From an optimization exercise on the open Yosys and OpenROAD flow, aimed at small area, a short achievable clock period and few clock cycles per item; shortcuts taken in it are not production practice. Only simulation tests tie the RTL to the original design; equivalence was not proved.

==> design.v <==
module vec_normalize #(
  parameter int     QW    = 16,
  parameter longint SCALE = 100000000
) (
  input  logic               clk,
  input  logic               rst,
  input  logic               in_valid,
  output logic               in_ready,
  input  logic signed [27:0] real_1,
  input  logic signed [27:0] imag_1,
  input  logic signed [27:0] real_2,
  input  logic signed [27:0] imag_2,
  input  logic signed [55:0] norm_in,
  output logic               out_valid,
  input  logic               out_ready,
  output logic signed [27:0] q_real_1,
  output logic signed [27:0] q_imag_1,
  output logic signed [27:0] q_real_2,
  output logic signed [27:0] q_imag_2,
  output logic               div_zero,
  output logic               sat
);
  localparam int CW = $clog2(QW);
  localparam logic [CW-1:0] CNT_INIT = QW[CW-1:0] - 1'b1;
  typedef enum logic [2:0] {IDLE, LOAD, DIV, STORE, DONE} state_t;
  state_t             st_q, st_d;
  logic [1:0]         k_q, k_d;
  logic [CW-1:0]      cnt_q, cnt_d;
  logic [55:0]        rem_q, rem_d;
  logic [55+QW:0]     den_q, den_d;
  logic [QW-1:0]      quo_q, quo_d;
  logic signed [55:0] norm_q, norm_d;
  logic [3:0][27:0]   x_q, x_d;
  logic [3:0][27:0]   qo_q, qo_d;
  logic               dz_q, dz_d, sat_q, sat_d;
  logic signed [27:0] xk, mag, qv;
  logic [27:0]        ax;
  logic [55:0]        prod;
  logic               sat_k, ge, accept;
  assign accept    = in_valid & in_ready;
  assign in_ready  = (st_q == IDLE) & ~rst;
  assign out_valid = st_q == DONE;
  assign xk    = x_q[k_q];
  assign ax    = xk[27] ? 28'(-xk) : 28'(xk);
  assign prod  = 56'(ax) * 56'(SCALE);
  assign sat_k = {{QW{1'b0}}, prod} >= {norm_q, {QW{1'b0}}};
  assign ge    = {{QW{1'b0}}, rem_q} >= den_q;
  assign mag   = 28'(quo_q);
  assign qv    = xk[27] ? -mag : mag;
  assign q_real_1 = qo_q[0];
  assign q_imag_1 = qo_q[1];
  assign q_real_2 = qo_q[2];
  assign q_imag_2 = qo_q[3];
  assign div_zero = dz_q;
  assign sat      = sat_q;
  always_comb begin
    st_d   = st_q;
    k_d    = k_q;
    cnt_d  = cnt_q;
    rem_d  = rem_q;
    den_d  = den_q;
    quo_d  = quo_q;
    norm_d = norm_q;
    x_d    = x_q;
    qo_d   = qo_q;
    dz_d   = dz_q;
    sat_d  = sat_q;
    case (st_q)
      IDLE: if (accept) begin
        x_d[0] = real_1;
        x_d[1] = imag_1;
        x_d[2] = real_2;
        x_d[3] = imag_2;
        norm_d = norm_in;
        sat_d  = 1'b0;
        k_d    = 2'd0;
        dz_d   = norm_in[55] || norm_in == '0;
        st_d   = dz_d ? DONE : LOAD;
        if (dz_d) qo_d = '0;
      end
      LOAD: begin
        rem_d = prod;
        den_d = {{QW{1'b0}}, norm_q} << (QW - 1);
        cnt_d = CNT_INIT;
        quo_d = sat_k ? '1 : '0;
        sat_d = sat_q | sat_k;
        st_d  = sat_k ? STORE : DIV;
      end
      DIV: begin
        rem_d = ge ? rem_q - den_q[55:0] : rem_q;
        quo_d = {quo_q[QW-2:0], ge};
        den_d = den_q >> 1;
        cnt_d = cnt_q - 1'b1;
        st_d  = cnt_q == '0 ? STORE : DIV;
      end
      STORE: begin
        qo_d[k_q] = qv;
        k_d  = k_q + 2'd1;
        st_d = k_q == 2'd3 ? DONE : LOAD;
      end
      DONE: st_d = out_ready ? IDLE : DONE;
      default: st_d = IDLE;
    endcase
  end
  always_ff @(posedge clk) begin
    if (rst) begin
      st_q   <= IDLE;
      k_q    <= '0;
      cnt_q  <= '0;
      rem_q  <= '0;
      den_q  <= '0;
      quo_q  <= '0;
      norm_q <= '0;
      x_q    <= '0;
      qo_q   <= '0;
      dz_q   <= 1'b0;
      sat_q  <= 1'b0;
    end else begin
      st_q   <= st_d;
      k_q    <= k_d;
      cnt_q  <= cnt_d;
      rem_q  <= rem_d;
      den_q  <= den_d;
      quo_q  <= quo_d;
      norm_q <= norm_d;
      x_q    <= x_d;
      qo_q   <= qo_d;
      dz_q   <= dz_d;
      sat_q  <= sat_d;
    end
  end
endmodule
==> run.sh <==
#!/bin/bash
# synth_recipe.tcl (not shown) runs the flow's synth.tcl, then flattens the netlist and writes it again
# the make line also repeats each setting of config.mk as NAME=value (left out here)
make -C /OpenROAD-flow-scripts/flow DESIGN_CONFIG=/design/flow/config.mk WORK_HOME=/design/flow/orfs CLKGATE_MAP_FILE= SYNTH_SCRIPT=/design/flow/synth_recipe.tcl finish
==> config.mk <==
export PLATFORM = sky130hd
export DESIGN_NAME = vec_normalize
export DESIGN_NICKNAME = vec_normalize
export VERILOG_FILES = /design/flow/design.v
export SDC_FILE = /design/flow/constraint.sdc
export NUM_CORES = 4
export LEC_CHECK = 0
export CAP_MARGIN = 20
export CORE_MARGIN = 2
export CORE_UTILIZATION = 40
export SLEW_MARGIN = 20
==> constraint.sdc <==
create_clock -name core_clock -period 11.0 [get_ports {clk}]
set_input_delay 2.2000 -clock core_clock [delete_from_list [all_inputs] [get_ports {clk}]]
set_output_delay 2.2000 -clock core_clock [all_outputs]
set_load 0.01 [all_outputs]
==> impl_metrics.toml <==
[sta]
setup_viol = 0
finalHoldViolCount = 0
finalSetupTns_ns = 0
worst_hold_slack_ns = 0.452
report.final.slew_viol_count = 0
finalCritPeriodShare_pct = 95.0
fin_ws_ns = 0.545
fin_skew_ns = 0.0234
relSlewSlack_pct = 27.2
fin_crit_ns = 10.46
worstMarginPinSlew_ns = 1.09
fmax_mhz = 95.6

[floorplanning]
die_w_um = 292
rows = 105
dieHeight_um = 292
core-area_sq_um = 82200
fp.dieArea_sq_um = 85400
start_util_pct = 40.4
ios = 288

[detailed_routing]
detailedRoute.firstIterationViolations = 2123
vias = 29000
wl_per_cell_um = 19.5
vias_per_cell = 5.43
drt-pass1-iter-count = 5
wl_um = 104000
antenna_left = 0
drc_errors = 0

[placed_design]
dp_slack_ns = 0.175
io_buffers = 287
dp_hpwl_um = 80900
place.gp.congestion = 0.919

[yosys]
synth-edff-count = 0
syn_avg_cell_area_sq_um = 8.19
yosysSeqAreaShare_pct = 26.1
syn-cell-area_sq_um = 33300
synthTopCellsByArea = "dfxtp_1 (26%), fa_1 (14%), ha_1 (10%), nand2_1 (6.2%), inv_1 (5.7%)"
yosysTopAreaCell = "dfxtp_1"
yosys_warnings = 1
ys_async_sr_fraction_pct = 0
yosys.cell_types.count = 94
synth_top_area_share_pct = 26.1
synth-main-ff-cell = "dfxtp_1"
synthCells = 4058
synth-seq-cells = 434
synth_fp_nets = 4736

[global_route]
overflow = 0
grt_pass1_wl_um = 162000
grt_max_degree = 104
antenna_found_initial = 5
grt_pass1_vias = 28200
track_usage_pct = 24.1

[clock_network]
cts_buffers = 49
cts_tree = "done"
clk_path_buf_depth = 3
insertion_delay_ns = 0.61
htree_levels = 2
cts_num_sinks = 434
root_buffer = "clkbuf_16"
path_clk_slew_ns = 0.06

[worst_setup_path]
worstSetupStartpointType = "flop"
r2r-start = "k_q[0]"
worstPathRequired_ns = 11.44
r2r_setup_slack_ns = 0.54
worstReg2RegEnd = "quo_q[11]"
end_kind = "flop"
arrival_ns = 10.89
critPathMaxStageDelay_ns = 0.57
crit_type = "flop to flop"
r2r.worst_path.cells = 39
slowest_stage = "fa_1"
crit_fanout = 18

[cells_and_area]
drive_above_1_share_pct = 5.82
nNetsFinal = 4918
fill_cells = 8125
multi_input_area_sq_um = 22000
register_area_sq_um = 8700
area_growth_syn_to_layout_pct = 17.2

[min_path]
whs_path_depth = 2
min_from = "x_q[104]"
whs_endpoint = "x_q[104]"
min_path_type = "flop to flop"

[outcome]
status = "timing/DRC/antenna clean"

[job]
cap_violations = 0
==> layer usage <==
metal | GRT usage [%] | up-vias | part of all wire (%)
met5 | 0 | - | 0.036
met4 | 6.35 | 6 | 2.7
li1 | - | 14100 | -
met1 | 33.6 | 13900 | 45
met2 | 37.6 | 839 | 44
met3 | 5.23 | 130 | 7.7
==> registers in the layout (all words and copies together), names as in the netlist <==
register  cells
cnt_q         4
den_q        71
dz_q          1
k_q           2
norm_q       56
qo_q        112
quo_q        16
rem_q        56
sat_q         1
st_q          3
x_q         112
==> what timing repair did <==
item,4_1_cts,5_1_grt
buffers inserted,0,8
resized for setup,0,22
hold buffers,0,0
setup endpoints to repair,0,18
==> cells by family (layout without fill, tap and decap cells) <==
group | Yosys count | count (layout) | synth area share (%)
adder cells (fa/ha/maj) | 506 | 506 | 24.2
buffers and inverters | 729 | 948 | 8.42
flip-flops | 434 | 434 | 26.1
AND/OR/NAND/NOR | 1287 | 1287 | 17.1
XOR/XNOR | 164 | 164 | 4.61
multiplexers | 45 | 45 | 2.50
AO/OA/AOI/OAI | 893 | 893 | 17.1
other | 0 | 1 | 0
==> Yosys cell counts, drive strengths merged, types with 9 or more instances <==
cell type,n
a211oi,36
a21boi,10
a21o,62
a21oi,317
a221oi,9
a22oi,105
a311oi,12
a31oi,26
and2,18
and3,17
buf,39
clkbuf,181
dfxtp,434
fa,227
ha,279
inv,509
mux2i,10
mux4,30
nand2,549
nand2b,12
nand3,190
nand4,38
nor2,313
nor2b,22
nor3,51
nor4,35
o211ai,12
o21a,19
o21ai,134
o21bai,12
o22ai,42
o31ai,49
xnor2,95
xor2,69
==> through the flow <==
step / area, sq um / util [%] / cells
finish: 39000 / 47.4 / 5348
global route: 39000 / 47.4 / 5348
CTS: 38700 / 47.1 / 5339
detailed placement: 37100 / 45.1 / 5251
global placement: 37100 / 45.1 / 5251
floorplan: 33300 / - / 4058
==> worst max path at each step <==
stage / from / end / slack (ns) / cells after the start
after detailed placement: k_q[0] / quo_q[10] / 0.18 / 40
final: k_q[0] / quo_q[11] / 0.54 / 39
after floorplan: k_q[0] / quo_q[10] / 1.03 / 43
after global placement: k_q[0] / st_q[0] / 0.33 / 40
after CTS: k_q[0] / quo_q[12] / 0.13 / 40
after global routing: k_q[0] / quo_q[11] / -0.03 / 40
==> worst max-delay path: cells and delay by family (launching register included) <==
| family | cells | cell delay [ns] |
|---|---|---|
| buffers and inverters | 9 | 1.27 |
| multiplexers | 1 | 0.56 |
| AND/OR/NAND/NOR | 5 | 1.17 |
| flip-flops | 1 | 0.44 |
| XOR/XNOR | 2 | 0.48 |
| AO/OA/AOI/OAI | 14 | 2.55 |
| adder cells (fa/ha/maj) | 8 | 3.76 |
==> cell usage in the layout (no fill, tap or decap), types with 12 or more instances in the layout <==
cell type / instances
inv_1: 503
ha_1: 279
xnor2_1: 87
nand2_1: 547
mux4_2: 30
a22oi_1: 105
a311oi_1: 12
nor2_1: 309
clkdlybuf4s50_1: 286
and3_1: 16
nand3_1: 188
o21a_1: 19
nor4_1: 32
o211ai_1: 12
nand4_1: 38
a21o_1: 62
fa_1: 227
dfxtp_1: 432
clkbuf_16: 49
clkbuf_8: 13
a31oi_1: 26
nor3_1: 46
a21oi_1: 317
nand2b_1: 12
o22ai_1: 42
buf_4: 62
nor2b_1: 22
a211oi_1: 36
o21ai_0: 122
o21bai_1: 12
o31ai_1: 47
xor2_1: 62
and2_1: 15
==> final cells by class <==
cell class	count	share of cell area, %
timing repair buffer	351	8.65
multi-input combinational	2895	56.4
inverter	509	4.91
sequential	434	22.3
clock buffer	72	3.68
tap	1070	3.43
antenna	1	0.00642
clock inverter	16	0.600
Testbench counts, summed over its fixed seeds: cycles 37,888, items 512.

==> re-timing with driven ports <==
The flow's constraints put no driver on any port. The routed layout listed below was extracted and timed again, unchanged, in two steps. Step 1 (the two cells are an assumption about what drives the block):
set clk [get_ports {clk}]
set_driving_cell -lib_cell sky130_fd_sc_hd__clkbuf_16 $clk
set_driving_cell -lib_cell sky130_fd_sc_hd__buf_2 [delete_from_list [all_inputs] $clk]
Step 2, shift: input delay + t, output delay - t, t = (earliest + latest rising clock arrival at the registers) / 2. This alone moves slack from input paths to output paths. a / b / c = no drivers / after step 1 / after step 2; a / b = the first two.
t (ns): 0.669
setup WS [ns]: 0.545 / 0.545 / 0.545
latest minus earliest clock arrival (ns): 0.025 / 0.025
After both steps this run still meets setup and hold. The setup slack of this run moves by 0.000 ns with the drivers and by 0.000 ns with both steps.
